This is an optimization exercise on Yosys and OpenROAD, whose aim is small area, a short achievable clock period and few clock cycles per item, not a production implementation. RTL that was checked went through simulation tests only; none was proved equivalent to the original. Only the layout flow was run in runs 2, 6 and 7; the RTL was not checked for function there. No activity file was given, so power comes from the tool's default toggle rates.

## design/flow/config.mk

```make
export PLATFORM = sky130hd
export DESIGN_NAME = indent_style_detector_core
export DESIGN_NICKNAME = indent_style_detector_core
export VERILOG_FILES = /design/flow/design.v
export SDC_FILE = /design/flow/constraint.sdc
export NUM_CORES = 4
export LEC_CHECK = 0
export ABC_AREA = 1
export CAP_MARGIN = 20
export CORE_MARGIN = 2
export CORE_UTILIZATION = 55
export PLACE_DENSITY = 0.7
export SETUP_SLACK_MARGIN = 5.0
export SLEW_MARGIN = 20
```

## design/flow/constraint.sdc

```tcl
create_clock -name core_clock -period 8.0 [get_ports {clk}]
set_input_delay 1.6000 -clock core_clock [delete_from_list [all_inputs] [get_ports {clk}]]
set_output_delay 1.6000 -clock core_clock [all_outputs]
set_load 0.01 [all_outputs]
```

## design/flow/design.v

```verilog
package isd_pkg;
	localparam logic [7:0] CH_TAB   = 8'h09;
	localparam logic [7:0] CH_LF    = 8'h0A;
	localparam logic [7:0] CH_CR    = 8'h0D;
	localparam logic [7:0] CH_SPACE = 8'h20;
	localparam logic [7:0] CH_STAR  = 8'h2A;
	localparam logic [1:0] REG_MIN_INDENT = 2'd0;
	localparam logic [1:0] REG_MAX_INDENT = 2'd1;
	localparam logic [1:0] REG_MAX_LINES  = 2'd2;
	localparam logic [7:0]  MIN_INDENT_RST = 8'd2;
	localparam logic [7:0]  MAX_INDENT_RST = 8'd8;
	localparam logic [15:0] MAX_LINES_RST  = 16'd500;
	localparam logic [1:0] STYLE_UNKNOWN = 2'd0;
	localparam logic [1:0] STYLE_TABS    = 2'd1;
	localparam logic [1:0] STYLE_SPACES  = 2'd2;
	localparam logic [2:0] K_NONE  = 3'd0;   
	localparam logic [2:0] K_SPACE = 3'd1;
	localparam logic [2:0] K_TAB   = 3'd2;
	localparam logic [2:0] K_STAR  = 3'd3;
	localparam logic [2:0] K_TEXT  = 3'd4;   
	localparam logic [2:0] K_CRLF  = 3'd5;   
	typedef struct packed {
		logic       eol;
		logic [2:0] kind;
	} isd_word_t;
endpackage
module indent_style_detector_core (
	input  logic        clk,
	input  logic        arst_n,
	input  logic        in_valid,
	output logic        in_ready,
	input  logic [7:0]  text_byte,
	input  logic        has_byte,
	input  logic        end_of_line,
	output logic        out_valid,
	input  logic        out_ready,
	output logic        keep_going,
	output logic [1:0]  tab_style,
	output logic [7:0]  indent_size,
	output logic [31:0] lines_seen,
	input  logic        cfg_we,
	input  logic [1:0]  cfg_index,
	input  logic [15:0] cfg_data
);
	function automatic logic [15:0] sat_inc(input logic [15:0] v);
		sat_inc = (&v) ? v : v + 16'd1;
	endfunction
	logic [7:0]  min_indent_q;
	logic [7:0]  max_indent_q;
	logic [15:0] max_lines_q;
	logic [7:0]  in_range;    
	always_ff @(posedge clk or negedge arst_n) begin
		if (!arst_n) begin
			min_indent_q <= isd_pkg::MIN_INDENT_RST;
			max_indent_q <= isd_pkg::MAX_INDENT_RST;
			max_lines_q  <= isd_pkg::MAX_LINES_RST;
		end else if (cfg_we) begin
			case (cfg_index)
				isd_pkg::REG_MIN_INDENT: min_indent_q <= cfg_data[7:0];
				isd_pkg::REG_MAX_INDENT: max_indent_q <= cfg_data[7:0];
				isd_pkg::REG_MAX_LINES:  max_lines_q  <= cfg_data;
				default: ;
			endcase
		end
	end
	logic [8:0] win_span;    
	assign win_span = {1'b0, max_indent_q} - {1'b0, min_indent_q};
	always_comb begin
		for (int i = 0; i < 8; i++) begin
			in_range[i] = !win_span[8] && ((win_span[7:3] != 5'd0) || (win_span[2:0] >= 3'(i)));
		end
	end
	logic       rc_busy_q;
	logic [3:0] rc_idx_q;
	logic       rc_fin;
	assign rc_fin = rc_busy_q && rc_idx_q == 4'd9;
	logic out_valid_q;
	logic out_free;    
	logic s2_go;       
	logic s2_fire;
	assign out_free = !out_valid_q || out_ready;
	assign s2_go    = pend_q && !rc_busy_q;
	assign s2_fire  = s2_go && out_free;
	isd_pkg::isd_word_t in_word;
	isd_pkg::isd_word_t w0_q, w1_q;
	logic w0_v_q, w1_v_q;
	logic in_ready_q;
	logic acc, cons;
	logic w0_v_d, w1_v_d;
	always_comb begin
		in_word.eol = end_of_line;
		if (!has_byte) begin
			in_word.kind = isd_pkg::K_NONE;
		end else begin
			case (text_byte)
				isd_pkg::CH_SPACE: in_word.kind = isd_pkg::K_SPACE;
				isd_pkg::CH_TAB:   in_word.kind = isd_pkg::K_TAB;
				isd_pkg::CH_STAR:  in_word.kind = isd_pkg::K_STAR;
				isd_pkg::CH_CR,
				isd_pkg::CH_LF:    in_word.kind = isd_pkg::K_CRLF;
				default:           in_word.kind = isd_pkg::K_TEXT;
			endcase
		end
	end
	logic        pend_q;    
	logic        clr_q;     
	logic        run_q, tab_q, skip_q, cont_q, spnz_q;
	logic [15:0] sp_q;
	logic        run_b, tab_b, skip_b, cont_b, spnz_b;
	logic [15:0] sp_b;
	logic        run_d, tab_d, skip_d, cont_d, spnz_d;
	logic [15:0] sp_d;
	assign acc  = in_valid && in_ready_q;
	assign cons = w0_v_q && (!pend_q || s2_fire);
	always_comb begin
		if (cons) begin
			w0_v_d = w1_v_q || acc;
			w1_v_d = w1_v_q && acc;
		end else begin
			w0_v_d = w0_v_q || acc;
			w1_v_d = w1_v_q || (w0_v_q && acc);
		end
	end
	always_ff @(posedge clk or negedge arst_n) begin
		if (!arst_n) begin
			w0_v_q     <= 1'b0;
			w1_v_q     <= 1'b0;
			in_ready_q <= 1'b1;
		end else begin
			w0_v_q     <= w0_v_d;
			w1_v_q     <= w1_v_d;
			in_ready_q <= !(w0_v_d && w1_v_d);
		end
	end
	always_ff @(posedge clk) begin
		if (cons ? (w1_v_q || acc) : (!w0_v_q && acc)) begin
			w0_q <= (cons && w1_v_q) ? w1_q : in_word;
		end
		if (acc && (cons ? w1_v_q : w0_v_q)) begin
			w1_q <= in_word;
		end
	end
	assign in_ready = in_ready_q;
	always_comb begin
		run_b  = clr_q || run_q;
		tab_b  = !clr_q && tab_q;
		skip_b = !clr_q && skip_q;
		cont_b = !clr_q && cont_q;
		spnz_b = !clr_q && spnz_q;
		sp_b   = clr_q ? 16'd0 : sp_q;
		run_d  = run_b;
		tab_d  = tab_b;
		skip_d = skip_b;
		cont_d = cont_b || (w0_q.kind != isd_pkg::K_NONE && w0_q.kind != isd_pkg::K_CRLF);
		spnz_d = spnz_b;
		sp_d   = sp_b;
		if (run_b) begin
			if (w0_q.kind == isd_pkg::K_TAB) begin
				tab_d = 1'b1;
				if (spnz_b) begin
					skip_d = 1'b1;
					run_d  = 1'b0;
				end
			end
			if (w0_q.kind == isd_pkg::K_SPACE) begin
				sp_d   = sat_inc(sp_b);
				spnz_d = 1'b1;
				if (tab_b) begin
					skip_d = 1'b1;
					run_d  = 1'b0;
				end
			end
			if (w0_q.kind == isd_pkg::K_STAR) begin
				skip_d = 1'b1;
				run_d  = 1'b0;
			end
			if (w0_q.kind == isd_pkg::K_TEXT || w0_q.kind == isd_pkg::K_CRLF) begin
				run_d = 1'b0;
			end
		end
	end
	always_ff @(posedge clk or negedge arst_n) begin
		if (!arst_n) begin
			pend_q <= 1'b0;
			clr_q  <= 1'b1;
		end else begin
			if (cons) begin
				pend_q <= w0_q.eol;
				clr_q  <= w0_q.eol;
			end else if (s2_fire) begin
				pend_q <= 1'b0;
			end
		end
	end
	always_ff @(posedge clk) begin
		if (cons) begin
			run_q  <= run_d;
			tab_q  <= tab_d;
			skip_q <= skip_d;
			cont_q <= cont_d;
			spnz_q <= spnz_d;
			sp_q   <= sp_d;
		end
	end
	logic [15:0] prev_q;
	logic [2:0]  bin;
	logic        hit;
	logic        s3_v_q, s3_tabl_q, s3_spl_q, s3_hit_q;
	logic [2:0]  s3_bin_q;
	logic [16:0] d_up;
	logic        s2b_v_q, s2b_neg_q, s2b_hiz_q, s2b_hio_q, s2b_cls_q, s2b_tabl_q, s2b_spl_q;
	logic [7:0]  s2b_dlo_q;
	assign d_up = {1'b0, sp_q} - {1'b0, prev_q};
	always_ff @(posedge clk or negedge arst_n) begin
		if (!arst_n) begin
			prev_q  <= 16'd0;
			s2b_v_q <= 1'b0;
		end else if (out_free) begin
			s2b_v_q <= s2_go;
			if (s2_go && !skip_q && !tab_q && cont_q) begin
				prev_q <= sp_q;
			end
		end
	end
	always_ff @(posedge clk) begin
		if (s2_fire) begin
			s2b_neg_q  <= d_up[16];
			s2b_hiz_q  <= d_up[15:8] == 8'd0;
			s2b_hio_q  <= d_up[15:8] == 8'hFF;
			s2b_dlo_q  <= d_up[7:0];
			s2b_cls_q  <= !skip_q && !tab_q && cont_q;
			s2b_tabl_q <= !skip_q && tab_q;
			s2b_spl_q  <= !skip_q && !tab_q && spnz_q;
		end
	end
	logic [8:0]  e_up;
	logic [9:0]  e_dn;
	logic        win_up, win_dn;
	logic        s2b_fire;
	assign s2b_fire = out_free && s2b_v_q;
	always_comb begin
		e_up   = {1'b0, s2b_dlo_q} - {1'b0, min_indent_q};
		e_dn   = {2'b0, ~s2b_dlo_q} + 10'd1 - {2'b0, min_indent_q};
		win_up = s2b_hiz_q && !e_up[8] && (e_up[7:3] == 5'd0) && in_range[e_up[2:0]];
		win_dn = s2b_hio_q && (e_dn[9:3] == 7'd0) && in_range[e_dn[2:0]];
		bin    = s2b_neg_q ? e_dn[2:0] : e_up[2:0];
		hit    = s2b_cls_q && (s2b_neg_q ? win_dn : win_up);
	end
	always_ff @(posedge clk or negedge arst_n) begin
		if (!arst_n) begin
			s3_v_q <= 1'b0;
		end else if (out_free) begin
			s3_v_q <= s2b_v_q;
		end
	end
	always_ff @(posedge clk) begin
		if (s2b_fire) begin
			s3_tabl_q <= s2b_tabl_q;
			s3_spl_q  <= s2b_spl_q;
			s3_hit_q  <= hit;
			s3_bin_q  <= bin;
		end
	end
	logic [15:0] hist_q [8];
	logic [7:0]  hist_v_q;
	logic [2:0]  rd_idx;
	logic [15:0] rd_val;
	logic [15:0] bump_val;
	logic [15:0] rd_q;
	logic        s4_v_q, s4_tabl_q, s4_spl_q, s4_hit_q;
	logic [2:0]  s4_bin_q;
	logic        rcb_v_q;        
	logic [2:0]  rcb_idx_q;
	logic        s3_fire, s4_fire;
	assign s3_fire  = out_free && s3_v_q;
	assign s4_fire  = out_free && s4_v_q;
	assign rd_idx   = rc_busy_q ? rc_idx_q[2:0] : s3_bin_q;
	assign bump_val = sat_inc(rd_q);
	assign rd_val   = (s4_fire && s4_hit_q && s4_bin_q == rd_idx) ? bump_val
		: hist_v_q[rd_idx] ? hist_q[rd_idx] : 16'd0;
	always_ff @(posedge clk or negedge arst_n) begin
		if (!arst_n) begin
			s4_v_q  <= 1'b0;
			rcb_v_q <= 1'b0;
		end else begin
			if (out_free) begin
				s4_v_q <= s3_v_q;
			end
			rcb_v_q <= !cfg_we && rc_busy_q && !rc_idx_q[3];
		end
	end
	always_ff @(posedge clk) begin
		if (s3_fire || rc_busy_q) begin
			rd_q <= rd_val;
		end
		if (s3_fire) begin
			s4_tabl_q <= s3_tabl_q;
			s4_spl_q  <= s3_spl_q;
			s4_hit_q  <= s3_hit_q;
			s4_bin_q  <= s3_bin_q;
		end
		rcb_idx_q <= rc_idx_q[2:0];
	end
	always_ff @(posedge clk) begin
		if (s4_fire && s4_hit_q) begin
			hist_q[s4_bin_q] <= bump_val;
		end
	end
	logic [15:0] line_total_q, tab_total_q, space_total_q;
	logic [12:0] th_floor_q;    
	logic [3:0]  th_rem_q;      
	logic [15:0] max_q;         
	logic [2:0]  max_idx_q;     
	logic        qual_q;        
	logic        th_inc, th_sat, fl_inc;
	logic [12:0] floor_inc;
	logic        max_inc, idx_take;
	logic [15:0] line_nx, tab_inc, space_inc;
	logic [7:0]  ind_bin, ind_cur;
	logic [1:0]  style_nx;
	logic        qual_nx;
	logic [2:0]  idx_nx;
	logic        rc_take;
	logic        keep_going_q;
	logic [1:0]  tab_style_q;
	logic [7:0]  indent_size_q;
	assign th_inc    = s4_tabl_q || s4_hit_q;
	assign th_sat    = (th_floor_q == 13'd6553) && (th_rem_q == 4'd5);
	assign fl_inc    = th_inc && !th_sat && (th_rem_q == 4'd9);
	assign floor_inc = th_floor_q + 13'd1;
	assign max_inc   = s4_hit_q && (rd_q == max_q) && !(&max_q);
	assign idx_take  = max_inc || (s4_hit_q && (bump_val == max_q) && (s4_bin_q < max_idx_q));
	assign idx_nx    = idx_take ? s4_bin_q : max_idx_q;
	assign ind_bin   = min_indent_q + {5'd0, s4_bin_q};
	assign ind_cur   = min_indent_q + {5'd0, max_idx_q};
	assign line_nx   = sat_inc(line_total_q);
	assign tab_inc   = sat_inc(tab_total_q);
	assign space_inc = sat_inc(space_total_q);
	always_comb begin
		qual_nx = qual_q;
		if (max_inc && !fl_inc) begin
			qual_nx = qual_q || (max_q == {3'd0, th_floor_q});
		end else if (!max_inc && fl_inc) begin
			qual_nx = qual_q && (max_q != {3'd0, floor_inc});
		end
	end
	always_comb begin
		style_nx = tab_style_q;
		if (s4_tabl_q && !(&tab_total_q)) begin
			if (tab_style_q == isd_pkg::STYLE_SPACES) begin
				style_nx = (tab_inc == space_total_q) ? isd_pkg::STYLE_UNKNOWN : isd_pkg::STYLE_SPACES;
			end else begin
				style_nx = isd_pkg::STYLE_TABS;
			end
		end else if (s4_spl_q && !(&space_total_q)) begin
			if (tab_style_q == isd_pkg::STYLE_TABS) begin
				style_nx = (space_inc == tab_total_q) ? isd_pkg::STYLE_UNKNOWN : isd_pkg::STYLE_TABS;
			end else begin
				style_nx = isd_pkg::STYLE_SPACES;
			end
		end
	end
	assign rc_take = rcb_v_q && in_range[rcb_idx_q] && (rd_q > max_q);
	always_ff @(posedge clk or negedge arst_n) begin
		if (!arst_n) begin
			line_total_q  <= 16'd0;
			tab_total_q   <= 16'd0;
			space_total_q <= 16'd0;
			th_floor_q    <= 13'd0;
			th_rem_q      <= 4'd0;
			hist_v_q      <= 8'd0;
			max_q         <= 16'd0;
			qual_q        <= 1'b0;
			keep_going_q  <= 1'b1;
			tab_style_q   <= isd_pkg::STYLE_UNKNOWN;
			rc_busy_q     <= 1'b0;
			rc_idx_q      <= 4'd0;
		end else if (cfg_we) begin
			rc_busy_q <= 1'b1;
			rc_idx_q  <= 4'd0;
			max_q     <= 16'd0;
		end else if (rc_busy_q) begin
			rc_idx_q <= rc_idx_q + 4'd1;
			if (rc_take) begin
				max_q <= rd_q;
			end
			if (rc_fin) begin
				rc_busy_q     <= 1'b0;
				qual_q        <= max_q > {3'd0, th_floor_q};
				keep_going_q  <= line_total_q < max_lines_q;
			end
		end else if (s4_fire) begin
			line_total_q  <= line_nx;
			if (s4_tabl_q) begin
				tab_total_q <= tab_inc;
			end
			if (s4_spl_q) begin
				space_total_q <= space_inc;
			end
			if (th_inc && !th_sat) begin
				if (th_rem_q == 4'd9) begin
					th_rem_q   <= 4'd0;
					th_floor_q <= floor_inc;
				end else begin
					th_rem_q <= th_rem_q + 4'd1;
				end
			end
			if (s4_hit_q) begin
				hist_v_q[s4_bin_q] <= 1'b1;
			end
			if (max_inc) begin
				max_q <= max_q + 16'd1;
			end
			qual_q        <= qual_nx;
			keep_going_q  <= keep_going_q && (line_nx != max_lines_q);
			tab_style_q   <= style_nx;
		end
	end
	always_ff @(posedge clk) begin
		if (!cfg_we && rc_busy_q) begin
			if (rc_take) begin
				max_idx_q <= rcb_idx_q;
			end
			if (rc_fin) begin
				indent_size_q <= (max_q > {3'd0, th_floor_q}) ? ind_cur : 8'd0;
			end
		end else if (!cfg_we && s4_fire) begin
			max_idx_q     <= idx_nx;
			indent_size_q <= !qual_nx ? 8'd0 : idx_take ? ind_bin : ind_cur;
		end
	end
	always_ff @(posedge clk or negedge arst_n) begin
		if (!arst_n) begin
			out_valid_q <= 1'b0;
		end else if (out_free) begin
			out_valid_q <= s4_v_q;
		end
	end
	assign out_valid   = out_valid_q;
	assign keep_going  = keep_going_q;
	assign tab_style   = tab_style_q;
	assign indent_size = indent_size_q;
	assign lines_seen  = {16'd0, line_total_q};
endmodule
```

## design/flow/flow/run.sh

```bash
#!/bin/bash
# The standard layout (standard.sh, unchanged synthesis and steps) with three
# tool settings changed: port buffers use the plain buf cell family, CTS uses clkbuf_8 and adds no
# dummy loads, and the setup margin stays at 5.0.
# The clock period and I/O constraints are untouched.
set -euo pipefail
sed -e 's/SETUP_SLACK_MARGIN=[0-9.]*/SETUP_SLACK_MARGIN=5.0 "BUFFER_PORTS_ARGS=-buffer_cell sky130_fd_sc_hd__buf_2" "CTS_ARGS=-sink_clustering_enable -repair_clock_nets -dont_use_dummy_load -buf_list sky130_fd_sc_hd__clkbuf_8"/' standard.sh > standard_tuned.sh
bash standard_tuned.sh > standard.log 2>&1
```

## design/flow/standard.sh

```bash
#!/bin/bash
# synth_recipe.tcl (not shown) runs the flow's synth.tcl, then flattens the netlist and writes it again
# the make line also repeats each setting of config.mk as NAME=value (left out here)
make -C /OpenROAD-flow-scripts/flow DESIGN_CONFIG=/design/flow/config.mk WORK_HOME=/design/flow/orfs CLKGATE_MAP_FILE= SYNTH_SCRIPT=/design/flow/synth_recipe.tcl "${@:-finish}"
```

==> results of run 1 <==
==> path summary, 6_finish.rpt <==
check,end,depth (start not counted),startpoint,slack (ns)
worst min register to register,s4_spl_q,0,s3_spl_q,0.41
worst max-delay path,keep_going,1,keep_going_q,5.05
worst min-delay path,s4_spl_q,0,s3_spl_q,0.41
worst max register to register,rd_q[15],11,rc_busy_q,5.13
min in group asynchronous,max_q[0],1,arst_n,1.01
max in group asynchronous,rc_busy_q,2,arst_n,5.41
==> metal layers <==
metal	vias up	track usage, %
met5	-	0
met4	0	7.679
met3	105	4.178
met2	619	44.46
met1	8906	38.01
li1	9331	-
==> power by group through the flow <==
| stage | Sequential (W) | Clock [W] | Combinational (W) |
|---|---|---|---|
| after floorplan | 0.00236 | 0 | 0.00108 |
| after global placement | 0.00242 | 0 | 0.00135 |
| after detailed placement | 0.00242 | 0 | 0.00139 |
| after CTS | 0.00239 | 0.00138 | 0.00142 |
| after global routing | 0.00240 | 0.00145 | 0.00167 |
| final | 0.00239 | 0.00134 | 0.00147 |
==> cells by family (layout without fill, tap and decap cells) <==
family | after synthesis | in the layout | synth area share (%)
other cells | 1 | 16 | 0.01669
fa+ha+maj | 120 | 120 | 6.916
simple gates | 1293 | 1296 | 24.67
xor+xnor | 107 | 107 | 4.171
compound gates | 425 | 425 | 10.89
flops | 369 | 369 | 45.77
buf+inv | 420 | 507 | 7.578
==> sequential cells by signal, summed over array words and instances (netlist names), 16 cells and up <==
register and flops:
prev_q 16, sp_q 16, rd_q 16, hist_q 128
max_lines_q 16, space_total_q 16, tab_total_q 16, line_total_q 16
max_q 16
==> final cells by class <==
cell class                 instances  area share, %
tap                              532          2.704
multi-input combinational       1964          43.87
sequential                       369          41.83
inverter                         336          5.286
clock buffer                      60          3.355
timing repair buffer             109          2.908
timing repair inverter             2        0.04066
==> repair_timing <==
item,4_1_cts,5_1_grt
hold endpoints to repair,0,0
pin swaps,3,4
hold buffers,0,0
gates cloned,4,1
buffers inserted,12,20
gates resized for setup,22,43
setup endpoints to repair,85,73
==> layout by cell type, fill, tap and decap left out, drive strengths merged, types with 20 or more instances in the layout <==
cell,instances
a21oi,96
o21ai,223
ha,113
o221ai,32
nand3,186
dfrtp,145
clkbuf,60
xor2,87
nor2,304
xnor2,20
buf,109
nand2,677
nor3,59
nand4,55
edfxtp,210
inv,328
==> metrics by stage <==
step	setup WS [ns]	power, W	area [sq um]	util, %	instances
2_1_floorplan	4.883	0.003443	22580	-	2750
3_3_place_gp	3.952	0.003767	23230	57.29	3275
3_5_place_dp	3.908	0.003812	23230	57.29	3275
4_1_cts	5.002	0.005182	24280	59.86	3351
5_1_grt	4.995	0.005525	24610	60.70	3372
6_report	5.054	0.005190	24610	60.70	3372
==> results.yml, run 1 <==
logic_synthesis:
  synth_cells: 2735
  synth_area_per_cell_sq_um: 8.216
  ys_top_cells_by_area: "edfxtp_1, dfrtp_1, nand2_1, ha_1, inv_1"
  yosysMostFrequentCell: "nand2_1"
  synth_common_cells: "nand2_1, inv_1, nor2_1"
  yosys_warnings: 1
  async_flop_share_pct: 42.28
  synth_edf_count: 210
  synth_top_area_share_pct: 28.06
  yosys.area.top_type: "edfxtp_1"
  ys_ff_latch: 369
  syn-cell-area_sq_mm: 0.02247
  synth_ff_type: "edfxtp_1"
  synth.distinct_cells: 65
  yosysSeqAreaShare_pct: 45.77
worst_hold_path:
  hold_path.class: "flip-flop to flip-flop"
power:
  powerDensity_mw_per_mm2: 210.8
  power_switching_share_pct: 34.62
  ir_worst_vdd_uv: 194.2
  p_int_w: 0.003393
  p_clk_share_pct: 25.8
  p_sw_w: 0.001797
  p_leak_nw: 10.99
  p_seq_share_pct: 46.0
  pwr-share-comb_pct: 28.2
drt:
  num_vias: 18960
  first_iter_violations: 1474
  routed.top_layer: "met4"
  drcViolationCount: 0
  wl_met3_um: 3686
  wl_per_cell_um: 17.01
  wl_um: 57350
  ant_nets: 0
  via_per_inst: 5.623
  first_pass_iters: 6
  m1WireLength_um: 25670
  wl_met2_um: 26550
clock_network:
  clockBufferDepth: 3
  cts_tree: "yes"
  clk_latency_ns: 0.69
  numCtsBuffers: 60
  path_clk_slew_ns: 0.06
  clockRootBuffer: "clkbuf_8"
  htreeDepth: 2
  cts_sinks: 369
setup_path:
  crit_fanout: 3
  cp-start-kind: "flip-flop"
  cp_data_required_time_ns: 6.40
  cpMaxStageDelayCell: "dfstp_2"
  critPathMaxStageDelay_ns: 0.55
  worstPathBufferInverterCount: 1
  crit_chain: "buf_4"
  cp-end-kind: "primary output"
  setup.worst_path.class: "flip-flop to primary output"
  critPathArrivalTime_ns: 1.35
  crit_family: "flip-flops"
global_routing:
  grt_use_total_pct: 27.31
  antenna_found_initial: 0
  grt_max_degree: 92
  grt_pass1_wl_um: 91900
  overflow: 0
  grt_pass1_vias: 17900
place:
  port_buffers: 61
  globalplace.congestion: 0.9530
  dpl.hpwl_um: 40510
floorplan:
  start_util_pct: 55.41
  fp-row-count: 74
  dieArea_sq_mm: 0.04249
  die_h_um: 206.1
  fp.dieW_um: 206.1
  coreArea_sq_mm: 0.04055
  num_io_pins: 78
sta:
  worst_slew_pin_slew_ns: 0.9603
  finalSetupTns_ns: 0
  fin_worst_skew_ns: 0.09070
  slew_viol_final: 0
  final_hold_viol_count: 0
  rsz0062_at_grt: "true"
  period_minus_slack_ns: 2.946
  setup-violations-final: 0
  relSlewSlack_pct: 35.82
  fin_worst_hold_slack_ns: 0.4071
  finalCritPeriodShare_pct: 36.82
  fmax_mhz: 339.5
final_layout:
  nFillCells: 3592
  antenna_cells: 0
  drive_gt1_share_pct: 10.25
  final-seq-area_sq_mm: 0.01030
  multi_input_area_sq_mm: 0.01080
  nNetsFinal: 2995
  area_delta_synth_final_pct: 9.544
job:
  maxCapViolations: 0
outcome:
  status: "timing/DRC/antenna clean"
Testbench counts, summed over its fixed seeds: cycles 171,851, lines 9,600.
==> run 2, diff against run 1 <==
--- a/design/flow/design.v
+++ b/design/flow/design.v
@@ -362,2 +362,5 @@
 	end
+	logic [16:0] kg_sub, ql_sub;
+	assign kg_sub = {1'b0, line_total_q} - {1'b0, max_lines_q};
+	assign ql_sub = {4'd0, th_floor_q} - {1'b0, max_q};
 	assign rc_take = rcb_v_q && in_range[rcb_idx_q] && (rd_q > max_q);
@@ -388,4 +391,4 @@
 				rc_busy_q     <= 1'b0;
-				qual_q        <= max_q > {3'd0, th_floor_q};
-				keep_going_q  <= line_total_q < max_lines_q;
+				qual_q        <= ql_sub[16];
+				keep_going_q  <= kg_sub[16];
 			end
@@ -411,3 +414,3 @@
 			if (max_inc) begin
-				max_q <= max_q + 16'd1;
+				max_q <= bump_val;    
 			end
@@ -424,3 +427,3 @@
 			if (rc_fin) begin
-				indent_size_q <= (max_q > {3'd0, th_floor_q}) ? ind_cur : 8'd0;
+				indent_size_q <= ql_sub[16] ? ind_cur : 8'd0;
 			end
==> results.yml, run 2 <==
worst_hold_path:
  hold_path.class: "flip-flop to flip-flop"
  hold_path_startpoint: "s3_tabl_q"
final_layout:
  nFillCells: 3407
  drive_gt1_share_pct: 11.02
  layout.cells.non_filler: 3266
  layout_commonest_cell: "nand2_1"
  largest_reg_flops: 128
  finish.utilization_pct: 61.51
  mostFrequentLayoutCells: "nand2_1, inv_1, nor2_1"
  nNetsFinal: 2894
  area_delta_synth_final_pct: 10.72
  antenna_cells: 0
  largest-register: "hist_q"
setup_path:
  crit_path_start: "max_q[12]"
  critPathCapture: "max_q[8]"
  crit_top_cell: "nand2_1"
  reg2reg_from: "max_q[12]"
  r2r_end: "max_q[8]"
  cp_data_required_time_ns: 8.50
  cp-start-kind: "flip-flop"
  setup.worst_path.class: "flip-flop to flip-flop"
  cp-end-kind: "flip-flop"
  crit_chain: "inv_1 > ha_1 > nand2_1 > nor2_1 > nand3_1 > nor3_2 > nand3_4 > o21ai_2 > nand2_4 > nand2_1 > o21ai_0"
  critPathArrivalTime_ns: 3.52
  ff2ff_path_depth: 11
  critPathMaxStageDelay_ns: 0.64
  cpMaxStageDelayCell: "o21ai_2"
  reg2reg_setup_slack_ns: 4.98
  crit_fanout: 8
sta:
  finalSetupTns_ns: 0
  setup-violations-final: 0
  period_minus_slack_ns: 3.018
  worst_slew_pin_slew_ns: 0.9277
  slew_viol_final: 0
  finalWorstSetupSlack_ns: 4.982
  relSlewSlack_pct: 38.15
  final_hold_viol_count: 0
  finalCritPeriodShare_pct: 37.72
  rsz0062_at_grt: "true"
  fin_worst_hold_slack_ns: 0.4053
  fmax_mhz: 331.4
  fin_worst_skew_ns: 0.04337
logic_synthesis:
  synth.distinct_cells: 63
  synth_edf_count: 210
  yosysMostFrequentCell: "nand2_1"
  synth_top_area_share_pct: 28.63
  async_flop_share_pct: 42.28
  yosysSeqAreaShare_pct: 46.70
  ys_ff_latch: 369
  yosys_warnings: 1
  yosys.area.top_type: "edfxtp_1"
  synth_common_cells: "nand2_1, inv_1, nor2_1"
  synth_cells: 2626
  syn-cell-area_sq_mm: 0.02202
  synth_ff_type: "edfxtp_1"
  synth_area_per_cell_sq_um: 8.386
  ys_top_cells_by_area: "edfxtp_1, dfrtp_1, nand2_1, ha_1, inv_1"
drt:
  ant_nets: 0
  wl_per_cell_um: 17.13
  first_iter_violations: 1611
  via_per_inst: 5.648
  first_pass_iters: 8
  num_vias: 18450
  wl_um: 55930
  drcViolationCount: 0
clock_network:
  cts_sinks: 369
  clk_latency_ns: 0.66
  path_clk_slew_ns: 0.06
  cts_tree: "yes"
  clockBufferDepth: 3
  cts_hold_buf: 0
  numCtsBuffers: 61
  clockRootBuffer: "clkbuf_8"
  htreeDepth: 2
outcome:
  status: "timing/DRC/antenna clean"
job:
  maxCapViolations: 0
floorplan:
  die_h_um: 204.1
  fp-row-count: 73
  num_io_pins: 78
  start_util_pct: 55.56
  dieArea_sq_mm: 0.04166
  coreArea_sq_mm: 0.03964
  fp.dieW_um: 204.1
place:
  port_buffers: 61
  dp_slack_ns: 3.254
  dp_cells: 3161
  globalplace.congestion: 0.9405
  dpl.hpwl_um: 38050
global_routing:
  overflow: 0
  grt_pass1_vias: 17740
  grt_use_total_pct: 26.86
  antenna_found_initial: 0
  grt_pass1_wl_um: 89550
  grt_max_degree: 86
power:
  p_leak_nw: 10.83
  powerDensity_mw_per_mm2: 208.3
  ir_worst_vdd_uv: 275.5
run 2: cell types whose count changed in the layout (fill, tap and decap cells not counted), moves of 6 or more:
cell and delta:
nor2_2 -8, xor2_1 +16, nor2_1 -14, clkinvlp_4 -7, nand2_8 +6, nand4_1 -7
nand3_1 -19, a22oi_1 +12, o21ai_0 -18, o221ai_1 -6, inv_2 +12, nand2_1 -83
run 2: worst min path at each step:
stage | to | depth (start not counted)
CTS | s4_tabl_q | 0
finish | s4_tabl_q | 0
detailed placement | s4_tabl_q | 0
global placement | s4_tabl_q | 0
global route | s4_tabl_q | 0
floorplan | s3_spl_q | 0
run 2: what timing repair did:
item / CTS / global route
endpoints found under the setup margin: 137 / 80
resized for setup: 40 / 52
pin swaps: 5 / 10
cloned: 7 / 1
buffers inserted: 5 / 31
run 2: final cells by class:
type / count / area (sq um) / share of cell area (%)
Clock buffer: 61 / 839.6 / 3.443
Tap cell: 525 / 656.9 / 2.694
Timing Repair Buffer: 112 / 745.7 / 3.058
Inverter: 343 / 1299 / 5.326
Multi-Input combinational cell: 1856 / 10550 / 43.28
Sequential cell: 369 / 10290 / 42.20
run 2: metal layers:
| metal | GRT usage [%] | share of wire, % |
|---|---|---|
| met5 | 0 | 0 |
| met2 | 43.72 | 47 |
| met4 | 11.00 | 3.5 |
| met1 | 35.40 | 43 |
| met3 | 5.086 | 6.0 |
run 2: cell families (layout without fill, tap and decap cells):
group	count (synthesis)	after routing	share of synthesized area, %
AOI/OAI and AO/OA	421	421	10.98
other	1	16	0.01703
adders and majority gates	118	118	6.943
DFF	369	369	46.70
and+or+nand+nor	1173	1181	22.77
xor gates and xnor gates	120	120	4.897
buffers and inverters	424	516	7.698
run 2: per-stage QoR:
step	area [sq um]	total power [W]
2_1_floorplan	22150	0.003323
3_3_place_gp	22830	0.003634
3_5_place_dp	22830	0.003675
4_1_cts	23890	0.005044
5_1_grt	24380	0.005389
6_report	24380	0.005080
run 2: critical path, delay by kind of cell, from the launching register on:
family / cells / cell delay, ns
AOI/OAI and AO/OA: 2 / 0.72
adders and majority gates: 1 / 0.32
buffers and inverters: 1 / 0.20
DFF: 1 / 0.48
and+or+nand+nor: 7 / 1.14
run 2: report_power, final:
part	internal [W]	total, W	switching (W)	leakage [nW]
clock network	0.000665	0.00135	0.000683	0.439
registers	0.00222	0.00238	0.000160	3.86
logic	0.000480	0.00136	0.000876	6.53
==> run 3, diff against run 2 <==
--- a/design/flow/design.v
+++ b/design/flow/design.v
@@ -414,3 +414,3 @@
 			if (max_inc) begin
-				max_q <= bump_val;    
+				max_q <= max_q + 16'd1;
 			end
--- a/design/flow/config.mk
+++ b/design/flow/config.mk
@@ -7,3 +7,2 @@
 export LEC_CHECK = 0
-export ABC_AREA = 1
 export CAP_MARGIN = 20
==> results.yml, run 3 <==
clock_network:
  cts_sinks: 369
  clk_latency_ns: 0.67
  htreeDepth: 2
  numCtsBuffers: 61
  clockRootBuffer: "clkbuf_8"
  cts_tree: "yes"
  clockBufferDepth: 3
  path_clk_slew_ns: 0.06
global_routing:
  antenna_found_initial: 2
  overflow: 0
  grt_pass1_vias: 17500
  grt_pass1_wl_um: 97570
  grt_use_total_pct: 28.24
  grt_max_degree: 102
setup_path:
  critPathMaxStageDelay_ns: 0.50
  crit_family: "compound AO/OA/AOI/OAI gates"
  cp-end-kind: "flip-flop"
  cp-start-kind: "flip-flop"
  critPathArrivalTime_ns: 3.76
  setup.worst_path.class: "flip-flop to flip-flop"
  crit_chain: "ha_2 > or3b_4 > o211ai_1 > nand4_1 > a2111oi_4 > nand4_1 > or4_4 > o211ai_4 > o21a_1 > o211ai_1"
  crit_fanout: 3
  worstPathBufferInverterCount: 0
  cpMaxStageDelayCell: "a2111oi_4"
  cp_data_required_time_ns: 8.31
final_layout:
  nNetsFinal: 2515
  drive_gt1_share_pct: 26.19
  nFillCells: 3049
  area_delta_synth_final_pct: 17.66
  mostFrequentLayoutCells: "edfxtp_1, nand2_1, buf_4"
  largest-register: "hist_q"
  layout_commonest_cell: "edfxtp_1"
  largest_reg_flops: 128
  finish.utilization_pct: 65.44
place:
  dpl.hpwl_um: 41890
  globalplace.congestion: 1.018
  port_buffers: 61
  dp_slack_ns: 3.616
sta:
  worst_slew_pin_slew_ns: 0.9928
  final_hold_viol_count: 0
  fmax_mhz: 290.5
  relSlewSlack_pct: 33.81
  fin_worst_skew_ns: 0.09892
  slew_viol_final: 0
  finalSetupTns_ns: 0
  finalCritPeriodShare_pct: 43.03
  rsz0062_at_grt: "true"
  finalWorstSetupSlack_ns: 4.557
  period_minus_slack_ns: 3.443
  setup-violations-final: 0
drt:
  first_pass_iters: 7
  ant_nets: 0
  via_per_inst: 6.300
  num_vias: 18230
  first_iter_violations: 1847
  drcViolationCount: 0
  wl_um: 62650
  wl_per_cell_um: 21.65
logic_synthesis:
  ys_top_cells_by_area: "edfxtp_1, dfrtp_1, ha_1, xnor2_1, mux4_2"
  yosys_warnings: 1
  async_flop_share_pct: 42.28
  yosys.area.top_type: "edfxtp_1"
  synth_area_per_cell_sq_um: 10.57
  synth_top_area_share_pct: 27.77
  ys_ff_latch: 369
  syn-cell-area_sq_mm: 0.02271
  yosysSeqAreaShare_pct: 45.28
  synth_cells: 2149
  synth_edf_count: 210
  synth_common_cells: "edfxtp_1, nand2_1, dfrtp_1"
  synth.distinct_cells: 95
  synth_ff_type: "edfxtp_1"
  yosysMostFrequentCell: "edfxtp_1"
power:
  ir_worst_vdd_uv: 154.2
  p_leak_nw: 10.77
  total_power_w: 0.004131
  powerDensity_mw_per_mm2: 154.6
floorplan:
  fp-row-count: 74
  num_io_pins: 78
  dieArea_sq_mm: 0.04293
  fp.dieW_um: 207.2
  start_util_pct: 55.62
  die_h_um: 207.2
  coreArea_sq_mm: 0.04083
outcome:
  status: "timing/DRC/antenna clean"
job:
  maxCapViolations: 0
worst_hold_path:
  hold_path.class: "flip-flop to flip-flop"
run 3: routing by layer:
metal	part of all wire [%]	GRT usage, %	up-vias	wire length (um)
li1	-	-	8313	-
met1	42	38.88	8893	26330
met2	47	45.37	802	29240
met3	7.2	4.093	215	4499
met4	4.1	11.06	2	2569
met5	0.018	0	-	11
run 3: path summary, 6_finish.rpt:
kind | startpoint | end | slack (ns) | depth (start not counted)
max | s4_bin_q[1] | indent_size_q[5] | 4.56 | 10
min | s3_hit_q | s4_hit_q | 0.42 | 0
max reg2reg | s4_bin_q[1] | indent_size_q[5] | 4.56 | 10
min reg2reg | s3_hit_q | s4_hit_q | 0.42 | 0
max in group asynchronous | arst_n | rc_busy_q | 5.41 | 2
min in group asynchronous | arst_n | max_lines_q[10] | 1.11 | 1
run 3: worst register-to-register path: cells and delay by family, from the launching register on:
family	cells	cell delay (ns)
AO/OA/AOI/OAI	5	1.28
adder cells (fa/ha/maj)	1	0.20
AND/OR/NAND/NOR	4	1.23
flip-flops	1	0.41
run 3: where the power goes:
group	internal, W	switching [W]	total [W]
registers	0.00208	0.0000716	0.00215
logic	0.000290	0.000353	0.000642
clock network	0.000666	0.000674	0.00134
total	0.00303	0.00110	0.00413
run 3: area by class of cell:
class                   instances  area [sq um]  area share [%]
diodes                          1         2.502        0.009365
clock buffers                  61         839.6           3.142
inverters                     121         457.9           1.714
multi-input cells            1574         12660           47.36
flip-flops and latches        369         10330           38.65
well taps                     532         665.6           2.491
repair buffers                235          1772           6.630
run 3: through the flow:
step                      hold WS [ns]  instances  instance area (sq um)
final                           0.4226       2893                  26720
after global routing            0.4281       2892                  26720
after floorplan                 0.4003       2164                  22990
after CTS                       0.4240       2837                  25840
after detailed placement        0.4080       2668                  23550
after global placement          0.4022       2668                  23550
run 3: kinds of logic (layout without fill, tap and decap cells):
logic type                 Yosys count  count (layout)  synth area share (%)
xor gates and xnor gates           171             171                 6.595
muxes                              135             135                 8.154
buffers and inverters              225             417                 4.369
other                                1              17               0.01651
adders and majority gates          123             123                 6.975
DFF                                369             369                 45.28
AOI/OAI and AO/OA                  393             395                 11.72
and+or+nand+nor                    732             734                 16.89
run 3: timing repair:
item                                    4_1_cts  5_1_grt
buffers inserted                            106       52
resized for setup                           135       87
hold buffers                                  0        0
pin swaps                                    44       42
gates cloned                                  2        3
endpoints found under the setup margin      117       65
Testbench counts of run 3, summed over its fixed seeds: cycles 171,851, lines 9,600.
==> run 4, diff against run 3 <==
--- a/design/flow/config.mk
+++ b/design/flow/config.mk
@@ -7,2 +7,3 @@
 export LEC_CHECK = 0
+export ABC_CLOCK_PERIOD_IN_PS = 3000
 export CAP_MARGIN = 20
==> results.yml, run 4 <==
place:
  dp_cells: 2668
  globalplace.congestion: 1.018
  port_buffers: 61
  dpl.hpwl_um: 41890
worst_hold_path:
  hold_path.class: "flip-flop to flip-flop"
  whs_path_depth: 0
setup_path:
  cp-end-kind: "flip-flop"
  crit_chain: "ha_2 > or3b_4 > o211ai_1 > nand4_1 > a2111oi_4 > nand4_1 > or4_4 > o211ai_4 > o21a_1 > o211ai_1"
  setup.worst_path.class: "flip-flop to flip-flop"
  ff2ff_path_depth: 10
  crit_fanout: 3
  critPathArrivalTime_ns: 3.76
  critPathMaxStageDelay_ns: 0.50
  cp_data_required_time_ns: 8.31
  cp-start-kind: "flip-flop"
  cpMaxStageDelayCell: "a2111oi_4"
logic_synthesis:
  synth_top_area_share_pct: 27.77
  synth_cells: 2149
  synth_ff_type: "edfxtp_1"
  synth_area_per_cell_sq_um: 10.57
  yosys.area.top_type: "edfxtp_1"
  syn-cell-area_sq_mm: 0.02271
  async_flop_share_pct: 42.28
  synth_common_cells: "edfxtp_1, nand2_1, dfrtp_1"
  synth_edf_count: 210
  yosys_warnings: 1
  yosysSeqAreaShare_pct: 45.28
  yosysMostFrequentCell: "edfxtp_1"
  ys_top_cells_by_area: "edfxtp_1, dfrtp_1, ha_1, xnor2_1, mux4_2"
  synth.distinct_cells: 95
  ys_ff_latch: 369
floorplan:
  fp.dieW_um: 207.2
  fp-row-count: 74
  start_util_pct: 55.62
  num_io_pins: 78
  dieArea_sq_mm: 0.04293
  coreArea_sq_mm: 0.04083
  die_h_um: 207.2
global_routing:
  grt_pass1_wl_um: 97570
  antenna_found_initial: 2
  grt_use_total_pct: 28.24
  grt_max_degree: 102
  overflow: 0
  grt_pass1_vias: 17500
power:
  p_int_w: 0.003033
  pwr-share-comb_pct: 15.6
  powerDensity_mw_per_mm2: 154.6
  p_sw_w: 0.001098
  p_leak_nw: 10.77
  p_seq_share_pct: 52.0
  ir_worst_vdd_uv: 154.2
  power_switching_share_pct: 26.58
  p_clk_share_pct: 32.4
drt:
  drcViolationCount: 0
  first_pass_iters: 7
  first_iter_violations: 1847
  ant_nets: 0
  num_vias: 18230
  wl_per_cell_um: 21.65
  via_per_inst: 6.300
  wl_um: 62650
final_layout:
  mostFrequentLayoutCells: "edfxtp_1, nand2_1, buf_4"
  multi_input_area_sq_mm: 0.01266
  largest_reg_flops: 128
  area_delta_synth_final_pct: 17.66
  drive_gt1_share_pct: 26.19
  layout_commonest_cell: "edfxtp_1"
  final-seq-area_sq_mm: 0.01033
  nNetsFinal: 2515
  largest-register: "hist_q"
  nFillCells: 3049
  layout.cells.non_filler: 2893
sta:
  final_hold_viol_count: 0
  fin_worst_skew_ns: 0.09892
  rsz0062_at_grt: "true"
  worst_slew_pin_slew_ns: 0.9928
  relSlewSlack_pct: 33.81
  fmax_mhz: 290.5
  slew_viol_final: 0
  finalCritPeriodShare_pct: 43.03
  period_minus_slack_ns: 3.443
  finalSetupTns_ns: 0
  setup-violations-final: 0
clock_network:
  cts_hold_buf: 0
  clockBufferDepth: 3
  path_clk_slew_ns: 0.06
  clockRootBuffer: "clkbuf_8"
  htreeDepth: 2
  cts_tree: "yes"
  numCtsBuffers: 61
  clk_latency_ns: 0.67
  cts_sinks: 369
outcome:
  status: "timing/DRC/antenna clean"
job:
  maxCapViolations: 0
run 4: final cells by class:
class | count | share of cell area [%]
multi-input combinational | 1574 | 47.36
clock buffer | 61 | 3.142
inverter | 121 | 1.714
tap | 532 | 2.491
sequential | 369 | 38.65
antenna | 1 | 0.009365
timing repair buffer | 235 | 6.630
run 4: timing repair:
action,CTS,global route
gates cloned,2,3
buffers inserted,106,52
setup endpoints to repair,117,65
resized for setup,135,87
pin swaps,44,42
run 4: cell families (layout without fill, tap and decap cells):
logic type	count (synthesis)	after routing	share of synthesized area [%]
compound gates	393	395	11.72
xor+xnor	171	171	6.595
fa+ha+maj	123	123	6.975
buf+inv	225	417	4.369
flops	369	369	45.28
mux	135	135	8.154
other cells	1	17	0.01651
simple gates	732	734	16.89
run 4: power groups by stage:
| stage | registers (W) | logic (W) | clock network (W) |
|---|---|---|---|
| final | 0.00215 | 0.000642 | 0.00134 |
| after global routing | 0.00216 | 0.000709 | 0.00145 |
| after CTS | 0.00215 | 0.000605 | 0.00138 |
| after detailed placement | 0.00218 | 0.000568 | 0 |
| after global placement | 0.00218 | 0.000547 | 0 |
| after floorplan | 0.00215 | 0.000443 | 0 |
run 4: stage by stage:
| stage | setup WS (ns) | power [W] | utilization [%] | hold WS (ns) | area (sq um) |
|---|---|---|---|---|---|
| global route | 4.494 | 0.004316 | 65.43 | 0.4281 | 26720 |
| CTS | 4.691 | 0.004132 | 63.28 | 0.4240 | 25840 |
| finish | 4.557 | 0.004131 | 65.44 | 0.4226 | 26720 |
| global placement | 3.531 | 0.002729 | 57.67 | 0.4022 | 23550 |
| detailed placement | 3.616 | 0.002752 | 57.67 | 0.4080 | 23550 |
| floorplan | 4.777 | 0.002593 | - | 0.4003 | 22990 |
run 4: worst max-delay path, delay by kind of cell (launching register included):
family / cells / cell delay, ns
compound gates: 5 / 1.28
simple gates: 4 / 1.23
flops: 1 / 0.41
fa+ha+maj: 1 / 0.20
run 4: metal layers:
layer	global-route usage, %	vias up	wire [um]
met5	0	-	11
met4	11.06	2	2569
met3	4.093	215	4499
met2	45.37	802	29240
met1	38.88	8893	26330
li1	-	8313	-
run 4: final timing paths:
kind	from	to	slack, ns
min	s3_hit_q	s4_hit_q	0.42
max	s4_bin_q[1]	indent_size_q[5]	4.56
max reg2reg	s4_bin_q[1]	indent_size_q[5]	4.56
max in group asynchronous	arst_n	rc_busy_q	5.41
min reg2reg	s3_hit_q	s4_hit_q	0.42
min in group asynchronous	arst_n	max_lines_q[10]	1.11
==> run 5, diff against run 4 <==
--- a/design/flow/config.mk
+++ b/design/flow/config.mk
@@ -7,3 +7,3 @@
 export LEC_CHECK = 0
-export ABC_CLOCK_PERIOD_IN_PS = 3000
+export ABC_AREA = 1
 export CAP_MARGIN = 20
==> results.yml, run 5 <==
sta:
  fmax_mhz: 341.0
  fin_worst_skew_ns: 0.05346
  finalCritPeriodShare_pct: 36.65
  rsz0062_at_grt: "true"
  slew_viol_final: 0
  relSlewSlack_pct: 30.24
  worst_slew_pin_slew_ns: 1.045
  setup-violations-final: 0
  finalSetupTns_ns: 0
  period_minus_slack_ns: 2.932
  final_hold_viol_count: 0
global_routing:
  antenna_found_initial: 0
  overflow: 0
  grt_pass1_wl_um: 88290
  grt_max_degree: 84
  use_met1_pct: 36.32
  met2_usage_pct: 43.32
  top_usage_layer: "met2"
  grt_pass1_vias: 17370
  met3_usage_pct: 3.850
  grt_use_total_pct: 26.44
logic_synthesis:
  synth.distinct_cells: 62
  synth_cells: 2661
  synth_area_per_cell_sq_um: 8.308
  yosys_warnings: 1
  yosysMostFrequentCell: "nand2_1"
  yosysSeqAreaShare_pct: 46.51
  ys_top_cells_by_area: "edfxtp_1, dfrtp_1, nand2_1, ha_1, inv_1"
  ys_ff_latch: 369
  yosys.area.top_type: "edfxtp_1"
  async_flop_share_pct: 42.28
  synth_top_area_share_pct: 28.52
  synth_ff_type: "edfxtp_1"
  syn-cell-area_sq_mm: 0.02211
  synth_edf_count: 210
  synth_common_cells: "nand2_1, inv_1, nor2_1"
place:
  globalplace.congestion: 0.9038
  port_buffers: 61
  dpl.hpwl_um: 38620
  dp_cells: 3204
clock_network:
  clockRootBuffer: "clkbuf_8"
  cts_sinks: 369
  clk_latency_ns: 0.63
  path_clk_slew_ns: 0.06
  numCtsBuffers: 66
  cts_tree: "yes"
  cts_hold_buf: 0
  clockBufferDepth: 3
  htreeDepth: 3
setup_path:
  cpMaxStageDelayCell: "dfrtp_1"
  critPathArrivalTime_ns: 1.33
  cp-start-kind: "flip-flop"
  crit_family: "flip-flops"
  cp-end-kind: "primary output"
  reg2reg_setup_slack_ns: 5.17
  worst-path-stages: 1
  reg2reg_from: "min_indent_q[1]"
  worstPathBufferInverterCount: 1
  ff2ff_path_depth: 11
  r2r_end: "s3_hit_q"
  crit_fanout: 7
  crit_chain: "buf_2"
  critPathMaxStageDelay_ns: 0.51
  cp_data_required_time_ns: 6.40
  setup.worst_path.class: "flip-flop to primary output"
power:
  power_switching_share_pct: 32.67
  p_leak_nw: 10.85
  p_int_w: 0.003362
  ir_worst_vdd_uv: 162.6
  powerDensity_mw_per_mm2: 206.1
  p_sw_w: 0.001631
  total_power_w: 0.004993
  pwr-share-comb_pct: 24.4
  p_clk_share_pct: 28.7
  p_seq_share_pct: 46.9
floorplan:
  dieArea_sq_mm: 0.04182
  fp.dieW_um: 204.5
  die_h_um: 204.5
  start_util_pct: 55.64
  fp-row-count: 73
  num_io_pins: 78
  coreArea_sq_mm: 0.03973
final_layout:
  layout.cells.non_filler: 3290
  nNetsFinal: 2920
  final-seq-area_sq_mm: 0.01030
  largest-register: "hist_q"
  area_delta_synth_final_pct: 9.564
  antenna_cells: 0
  largest_reg_flops: 128
  layout_commonest_cell: "nand2_1"
  multi_input_area_sq_mm: 0.01050
  drive_gt1_share_pct: 9.367
  nFillCells: 3568
  mostFrequentLayoutCells: "nand2_1, inv_1, edfxtp_1"
worst_hold_path:
  holdPathEnd: "s4_tabl_q"
  hold_path_startpoint: "s3_tabl_q"
  whs_path_depth: 0
  hold_path.class: "flip-flop to flip-flop"
drt:
  first_iter_violations: 1292
  via_per_inst: 5.536
  num_vias: 18210
  ant_nets: 0
  wl_um: 54350
  drcViolationCount: 0
  first_pass_iters: 6
  wl_per_cell_um: 16.52
job:
  maxCapViolations: 0
outcome:
  status: "timing/DRC/antenna clean"
-- run 5: changes by cell type in the layout (fill, tap and decap cells not counted), moves of 27 or more --
cell      delta
o21ai_0    +113
xnor2_1     -97
inv_1      +194
a21oi_1     +35
nand3_1    +115
xor2_1      +48
mux2_2      -59
nand2b_1    -27
nand2_1    +531
mux4_2      -34
mux2i_1     -32
buf_4      -127
nor2_1      +75
-- run 5: layer usage --
metal	wire, um	share of wire [%]	up-vias
met5	0	0	-
met4	1504	2.8	0
met3	3037	5.6	103
met2	25430	47	523
met1	24380	45	8552
li1	-	-	9036
-- run 5: power by group through the flow --
stage / Sequential, W / Clock (W) / Combinational (W)
after floorplan: 0.00232 / 0 / 0.000912
after CTS: 0.00234 / 0.00147 / 0.00120
after global routing: 0.00236 / 0.00155 / 0.00139
after global placement: 0.00238 / 0 / 0.00113
final: 0.00234 / 0.00143 / 0.00122
after detailed placement: 0.00238 / 0 / 0.00117
-- run 5: cells by family after synthesis --
group           count (synthesis)  synth area share, %
flops                         369                46.51
buf+inv                       398                7.199
other cells                     1              0.01696
fa+ha+maj                     120                7.029
compound gates                402                10.55
xor+xnor                      120                4.816
simple gates                 1251                23.87
-- run 5: layout make-up --
class | instances | area share [%]
Clock buffer | 66 | 3.750
Inverter | 322 | 5.062
Multi-Input combinational cell | 1910 | 43.34
Sequential cell | 369 | 42.51
Tap cell | 525 | 2.712
Timing Repair Buffer | 97 | 2.603
Timing Repair inverter | 1 | 0.03099
-- run 5: how the worst max path moves through the flow --
stage | start | endpoint | slack [ns]
2_1_floorplan | out_ready | hist_q[2][0] | 4.89
3_3_place_gp | cfg_we | th_floor_q[2] | 3.41
5_1_grt | rd_q[1] | max_idx_q[0] | 4.97
6_report | line_total_q[4] | lines_seen[4] | 5.07
3_5_place_dp | cfg_we | th_floor_q[11] | 3.31
4_1_cts | line_total_q[0] | lines_seen[0] | 5.00
-- run 5: through the flow --
stage,hold WS [ns],worst slack [ns],utilization (%),instance area (sq um)
2_1_floorplan,0.4003,4.885,-,22210
3_3_place_gp,0.4010,3.408,57.75,22940
3_5_place_dp,0.4062,3.312,57.75,22940
4_1_cts,0.4189,5.003,60.44,24020
5_1_grt,0.4337,4.974,60.97,24220
6_report,0.4170,5.068,60.97,24220
-- run 5: worst reg2reg max path, delay by kind of cell, from the launching register on --
kind                       cells  cell delay (ns)
AOI/OAI and AO/OA              3             0.52
xor gates and xnor gates       1             0.21
adders and majority gates      3             0.92
buffers and inverters          1             0.07
DFF                            1             0.54
and+or+nand+nor                3             0.39
-- run 5: what timing repair did --
action | 4_1_cts | 5_1_grt
setup buffers | 9 | 8
setup endpoints to repair | 111 | 64
cloned | 0 | 2
gates resized for setup | 22 | 36
pin swaps | 1 | 5
==> run 6, diff against run 5 <==
--- a/design/flow/design.v
+++ b/design/flow/design.v
@@ -78,7 +78,6 @@
 	logic out_free;    
-	logic s2_go;       
-	logic s2_fire;
+	logic go_q;        
+	logic s2_fire;     
 	assign out_free = !out_valid_q || out_ready;
-	assign s2_go    = pend_q && !rc_busy_q;
-	assign s2_fire  = s2_go && out_free;
+	assign s2_fire  = pend_q && go_q;
 	isd_pkg::isd_word_t in_word;
@@ -218,4 +217,4 @@
 		end else if (out_free) begin
-			s2b_v_q <= s2_go;
-			if (s2_go && !skip_q && !tab_q && cont_q) begin
+			s2b_v_q <= s2_fire;
+			if (s2_fire && !skip_q && !tab_q && cont_q) begin
 				prev_q <= sp_q;
@@ -440,2 +439,9 @@
 		end
+	end
+	always_ff @(posedge clk or negedge arst_n) begin
+		if (!arst_n) begin
+			go_q <= 1'b1;
+		end else begin
+			go_q <= !(out_free ? s4_v_q : out_valid_q) && !cfg_we && !(rc_busy_q && !rc_fin);
+		end
 	end
==> results.yml, run 6 <==
final_layout:
  antenna_cells: 0
  nNetsFinal: 2941
  drive_gt1_share_pct: 10.45
  final-seq-area_sq_mm: 0.01032
  largest_reg_flops: 128
  nFillCells: 3523
  multi_input_area_sq_mm: 0.01054
  layout.cells.non_filler: 3311
  mostFrequentLayoutCells: "nand2_1, inv_1, nor2_1"
  area_delta_synth_final_pct: 10.26
  layout_commonest_cell: "nand2_1"
  largest-register: "hist_q"
clock_network:
  clk_latency_ns: 0.63
  cts_sinks: 370
  cts_hold_buf: 0
  path_clk_slew_ns: 0.06
  clockBufferDepth: 3
  htreeDepth: 3
  cts_tree: "yes"
  clockRootBuffer: "clkbuf_8"
  numCtsBuffers: 66
setup_path:
  setup.worst_path.class: "flip-flop to flip-flop"
  cpMaxStageDelayCell: "o21ai_2"
  cp-end-kind: "flip-flop"
  reg2reg_setup_slack_ns: 5.09
  crit_chain: "clkinvlp_4 > ha_1 > nand2_1 > inv_1 > nand4_1 > nor3_2 > nand3_2 > o21ai_2 > nand2_4 > nor2_1 > a21oi_1"
  critPathMaxStageDelay_ns: 0.62
  crit_family: "simple AND/OR/NAND/NOR gates"
  critPathArrivalTime_ns: 3.37
  cp-start-kind: "flip-flop"
  crit_fanout: 8
  cp_data_required_time_ns: 8.46
  worstPathBufferInverterCount: 2
floorplan:
  num_io_pins: 78
  die_h_um: 204.8
  fp-row-count: 73
  fp.dieW_um: 204.8
  start_util_pct: 55.81
  dieArea_sq_mm: 0.04194
  coreArea_sq_mm: 0.03973
worst_hold_path:
  hold_path.class: "flip-flop to flip-flop"
sta:
  setup-violations-final: 0
  final_hold_viol_count: 0
  finalSetupTns_ns: 0
  rsz0062_at_grt: "true"
  relSlewSlack_pct: 38.19
  worst_slew_pin_slew_ns: 0.9249
  fmax_mhz: 343.2
  period_minus_slack_ns: 2.914
  slew_viol_final: 0
  fin_worst_hold_slack_ns: 0.3941
  finalCritPeriodShare_pct: 36.42
  fin_worst_skew_ns: 0.06264
global_routing:
  overflow: 0
  grt_pass1_wl_um: 91380
  antenna_found_initial: 1
  grt_use_total_pct: 27.44
  grt_max_degree: 83
  grt_pass1_vias: 17980
logic_synthesis:
  yosys_warnings: 1
  yosysMostFrequentCell: "nand2_1"
  synth_cells: 2668
  syn-cell-area_sq_mm: 0.02218
  synth_ff_type: "edfxtp_1"
  async_flop_share_pct: 42.43
  yosysSeqAreaShare_pct: 46.49
  synth_top_area_share_pct: 28.44
  yosys.area.top_type: "edfxtp_1"
  ys_top_cells_by_area: "edfxtp_1, dfrtp_1, nand2_1, ha_1, inv_1"
  ys_ff_latch: 370
  synth_edf_count: 210
  synth_area_per_cell_sq_um: 8.311
  synth.distinct_cells: 58
  synth_common_cells: "nand2_1, inv_1, nor2_1"
outcome:
  status: "timing/DRC/antenna clean"
drt:
  num_vias: 18470
  first_pass_iters: 6
  first_iter_violations: 1212
  wl_per_cell_um: 16.87
  via_per_inst: 5.577
  ant_nets: 0
  wl_um: 55870
  drcViolationCount: 0
power:
  powerDensity_mw_per_mm2: 213.2
  total_power_w: 0.005213
  p_leak_nw: 10.88
  ir_worst_vdd_uv: 200.3
place:
  port_buffers: 61
  globalplace.congestion: 0.9305
  dpl.hpwl_um: 38980
  dp_cells: 3207
job:
  maxCapViolations: 0
-- run 6: cells by family after synthesis --
logic type | count (synthesis) | synth area share, %
compound gates | 424 | 11.19
xor+xnor | 115 | 4.542
fa+ha+maj | 120 | 7.008
buf+inv | 416 | 7.533
flops | 370 | 46.49
other cells | 1 | 0.01691
simple gates | 1222 | 23.22
-- run 6: cell type report --
cell class / instances / area share [%]
clock buffer: 66 / 3.715
inverter: 339 / 5.378
multi-input combinational: 1902 / 43.10
sequential: 370 / 42.21
tap: 525 / 2.687
timing repair buffer: 109 / 2.917
-- run 6: worst paths after layout --
path / start / end / cells after the start
setup / recovery: max_q[11] / max_q[13] / 11
hold / removal: s2b_spl_q / s3_spl_q / 0
setup reg to reg: max_q[11] / max_q[13] / 11
hold reg to reg: s2b_spl_q / s3_spl_q / 0
max in group asynchronous: arst_n / min_indent_q[0] / 2
min in group asynchronous: arst_n / max_q[1] / 1
-- run 6: metrics by stage --
step           setup WS, ns  util (%)  cell area, sq um
2_1_floorplan         4.829         -             22270
3_3_place_gp          3.019     57.80             22960
6_report              5.086     61.54             24450
5_1_grt               4.908     61.54             24450
3_5_place_dp          2.902     57.80             22960
4_1_cts               4.828     60.83             24170
-- run 6: power breakdown --
part	switching, W	total, W	internal (W)	leakage [nW]
combinational	0.000893	0.00139	0.000496	6.56
sequential	0.000169	0.00240	0.00223	3.84
clock	0.000698	0.00142	0.000726	0.475
-- run 6: layer usage --
metal	up-vias	part of all wire, %	GRT usage [%]
met5	-	0.020	0
met4	2	3.1	10.90
met3	116	6.6	5.186
met2	550	46	44.12
met1	8719	44	36.71
li1	9078	-	-
-- run 6: what timing repair did --
item	CTS	global route
cloned	4	1
pin swaps	5	5
endpoints found under the setup margin	110	86
gates resized for setup	31	41
setup buffers	16	17
==> run 7, diff against run 6 <==
--- a/design/flow/design.v
+++ b/design/flow/design.v
@@ -78,6 +78,7 @@
 	logic out_free;    
-	logic go_q;        
-	logic s2_fire;     
+	logic s2_go;       
+	logic s2_fire;
 	assign out_free = !out_valid_q || out_ready;
-	assign s2_fire  = pend_q && go_q;
+	assign s2_go    = pend_q && !rc_busy_q;
+	assign s2_fire  = s2_go && out_free;
 	isd_pkg::isd_word_t in_word;
@@ -217,4 +218,4 @@
 		end else if (out_free) begin
-			s2b_v_q <= s2_fire;
-			if (s2_fire && !skip_q && !tab_q && cont_q) begin
+			s2b_v_q <= s2_go;
+			if (s2_go && !skip_q && !tab_q && cont_q) begin
 				prev_q <= sp_q;
@@ -413,3 +414,3 @@
 			if (max_inc) begin
-				max_q <= max_q + 16'd1;
+				max_q <= bump_val;    
 			end
@@ -439,9 +440,2 @@
 		end
-	end
-	always_ff @(posedge clk or negedge arst_n) begin
-		if (!arst_n) begin
-			go_q <= 1'b1;
-		end else begin
-			go_q <= !(out_free ? s4_v_q : out_valid_q) && !cfg_we && !(rc_busy_q && !rc_fin);
-		end
 	end
==> design/flow/flow/run.sh (replaced) <==
#!/bin/bash
# The standard layout (standard.sh, unchanged synthesis and steps) with three
# tool settings changed: port buffers use the plain buf cell family, CTS uses clkbuf_8, clusters of up to 16 sinks and adds no
# dummy loads, and the setup margin stays at 5.0.
# The clock period and I/O constraints are untouched.
set -euo pipefail
sed -e 's/SETUP_SLACK_MARGIN=[0-9.]*/SETUP_SLACK_MARGIN=5.0 "BUFFER_PORTS_ARGS=-buffer_cell sky130_fd_sc_hd__buf_2" "CTS_ARGS=-sink_clustering_enable -repair_clock_nets -dont_use_dummy_load -buf_list sky130_fd_sc_hd__clkbuf_8 -sink_clustering_size 16 -sink_clustering_max_diameter 50"/' standard.sh > standard_tuned.sh
bash standard_tuned.sh > standard.log 2>&1
==> results.yml, run 7 <==
sta:
  finalSetupTns_ns: 0
  rsz0062_at_grt: "true"
  period_minus_slack_ns: 2.961
  slew_viol_final: 0
  worst_slew_pin_slew_ns: 0.9337
  fin_worst_hold_slack_ns: 0.4311
  setup-violations-final: 0
  finalCritPeriodShare_pct: 37.01
  fmax_mhz: 337.8
  relSlewSlack_pct: 37.75
  final_hold_viol_count: 0
  fin_worst_skew_ns: 0.06925
floorplan:
  num_io_pins: 78
  start_util_pct: 55.56
  fp.dieW_um: 204.1
  coreArea_sq_mm: 0.03964
  fp-row-count: 73
  die_h_um: 204.1
  dieArea_sq_mm: 0.04166
clock_network:
  clk_latency_ns: 0.65
  cts_tree: "yes"
  path_clk_slew_ns: 0.09
  numCtsBuffers: 46
  cts_sinks: 369
  cts_hold_buf: 0
  htreeDepth: 2
  clockRootBuffer: "clkbuf_8"
  clockBufferDepth: 3
logic_synthesis:
  synth_edf_count: 210
  ys_ff_latch: 369
  synthAdderAreaFrac_pct: 6.943
  yosysMostFrequentCell: "nand2_1"
  synthMuxAreaShare_pct: 0
  synth_area_per_cell_sq_um: 8.386
  synthXorXnorAreaFrac_pct: 4.897
  synth_ff_type: "edfxtp_1"
  synth_common_cells: "nand2_1, inv_1, nor2_1"
  yosys_warnings: 1
  synth-simple-area-share_pct: 22.77
  synth_top_area_share_pct: 28.63
  yosysSeqAreaShare_pct: 46.70
  async_flop_share_pct: 42.28
  syn-cell-area_sq_mm: 0.02202
  synth.distinct_cells: 63
  synth_top_family_by_area: "simple AND/OR/NAND/NOR gates"
  synth_compound_area_share_pct: 10.98
  yosys.area.top_type: "edfxtp_1"
  synth_cells: 2626
  ys_top_cells_by_area: "edfxtp_1, dfrtp_1, nand2_1, ha_1, inv_1"
setup_path:
  worstPathBufferInverterCount: 1
  crit_fanout: 8
  cpMaxStageDelayCell: "dfrtp_1"
  crit_family: "flip-flops"
  critPathArrivalTime_ns: 1.36
  critPathMaxStageDelay_ns: 0.54
  cp_data_required_time_ns: 6.40
  crit_chain: "buf_2"
  setup.worst_path.class: "flip-flop to primary output"
  cp-start-kind: "flip-flop"
  cp-end-kind: "primary output"
place:
  placed_area_sq_mm: 0.02283
  globalplace.congestion: 0.9405
  dpl.hpwl_um: 38050
  port_buffers: 61
power:
  p_leak_nw: 10.73
  powerDensity_mw_per_mm2: 201.7
  ir_worst_vdd_uv: 187.7
  total_power_w: 0.004877
drt:
  m1WireLength_um: 23650
  wl_met3_um: 3526
  drcViolationCount: 0
  wl_met2_um: 26110
  wl_per_cell_um: 17.03
  num_vias: 18350
  wl_um: 55370
  first_iter_violations: 1807
  via_per_inst: 5.645
  routed.top_layer: "met4"
  ant_nets: 0
  first_pass_iters: 6
worst_hold_path:
  hold_path.class: "flip-flop to flip-flop"
final_layout:
  area_delta_synth_final_pct: 9.767
  layout_commonest_cell: "nand2_1"
  finish.utilization_pct: 60.98
  largest_reg_flops: 128
  nNetsFinal: 2879
  largest-register: "hist_q"
  antenna_cells: 0
  mostFrequentLayoutCells: "nand2_1, inv_1, nor2_1"
  drive_gt1_share_pct: 10.49
  final_area_sq_mm: 0.02417
global_routing:
  grt_pass1_vias: 17530
  grt_max_degree: 86
  grt_use_total_pct: 26.67
  antenna_found_initial: 0
  overflow: 0
  grt_pass1_wl_um: 88900
outcome:
  status: "timing/DRC/antenna clean"
job:
  maxCapViolations: 0
[run 7: cell count changes after synthesis, moves of 15 or more]
cell | previous run | this run
a21oi_1 | 136 | 100
a32o_1 | 30 | 2
nand2_1 | 673 | 587
nand3_1 | 151 | 166
nor2_1 | 248 | 269
o21ai_0 | 173 | 203
o221ai_1 | 8 | 26
[run 7: cells by family (layout without fill, tap and decap cells)]
family	count (synthesis)	in the layout
DFF	369	369
AOI/OAI and AO/OA	421	421
buffers and inverters	424	503
xor gates and xnor gates	120	120
other	1	16
adders and majority gates	118	118
and+or+nand+nor	1173	1179
[run 7: area by class of cell]
cell class,count,area [sq um]
Fill cell,3410,15470
Sequential cell,369,10290
Multi-Input combinational cell,1854,10520
Clock buffer,46,633.1
Inverter,343,1305
Tap cell,525,656.9
Timing Repair Buffer,114,773.2
[run 7: path summary, 6_finish.rpt]
check / start / end / slack (ns) / cells past startpoint
max in group asynchronous: arst_n / space_total_q[0] / 5.48 / 2
worst min-delay path: s3_hit_q / s4_hit_q / 0.43 / 0
worst max register to register: rd_q[13] / max_idx_q[1] / 5.05 / 18
min in group asynchronous: arst_n / max_lines_q[15] / 1.01 / 1
worst max-delay path: line_total_q[3] / lines_seen[3] / 5.04 / 1
worst min register to register: s3_hit_q / s4_hit_q / 0.43 / 0
[run 7: power breakdown]
group          switching [W]  total (W)  internal, W
combinational       0.000867    0.00134     0.000478
clock               0.000654    0.00116     0.000507
sequential          0.000160    0.00237      0.00221
total                0.00168    0.00488      0.00320
[run 7: per-stage QoR]
step                      cells  worst slack, ns
after global placement     3161            3.341
after floorplan            2641            4.843
final                      3251            5.039
after CTS                  3218            5.002
after global routing       3251            4.838
after detailed placement   3161            3.254
[run 7: repair_timing]
item                       4_1_cts  5_1_grt
gates resized for setup         39       47
setup endpoints to repair      135       93
setup buffers                    5       33
gates cloned                     6        0
pin swaps                        4       12
[run 7: per-layer routing]
metal	GRT usage, %	vias to the layer above
li1	-	8921
met1	35.44	8672
met2	44.09	622
met3	3.763	138
met4	10.82	0
met5	0	-

-- afterwards: timing with drivers on the ports --
The results above use ideal ports. As a check the final layouts listed here were re-extracted and re-timed, cells and wires unchanged. Step 1 (the two cells are an assumption about what drives the block):
set clk [get_ports {clk}]
set_driving_cell -lib_cell sky130_fd_sc_hd__clkbuf_16 $clk
set_driving_cell -lib_cell sky130_fd_sc_hd__buf_2 [delete_from_list [all_inputs] $clk]
Step 2 times the ports against the registers' clock, not the clock port: input delays grow and output delays shrink by t, the midpoint of the rising clock arrivals with the driver on. a / b / c = ideal / step 1 / step 2; a / b = the first two.
| run | t, ns | slack for setup (ns) | worst setup path at the end | worst register clock-pin slew, ns |
|---|---|---|---|---|
| run 1 | 0.699 | 5.054 / 5.005 / 4.444 | input to register | 0.07 / 0.07 |
| run 2 | 0.694 | 4.982 / 4.982 / 4.452 | input to register | 0.07 / 0.07 |
| run 3 | 0.674 | 4.557 / 4.557 / 4.245 | input to register | 0.07 / 0.07 |
| run 4 | 0.674 | 4.557 / 4.557 / 4.245 | input to register | 0.07 / 0.07 |
| run 5 | 0.645 | 5.068 / 5.017 / 4.530 | input to register | 0.07 / 0.07 |
| run 6 | 0.651 | 5.086 / 5.046 / 4.546 | input to register | 0.06 / 0.06 |
| run 7 | 0.669 | 5.039 / 4.987 / 4.453 | input to register | 0.10 / 0.10 |
After both steps every run listed still meets setup and hold. The setup slack of run 1, which loses most, moves by -0.049 ns with the drivers and by -0.610 ns with both steps.
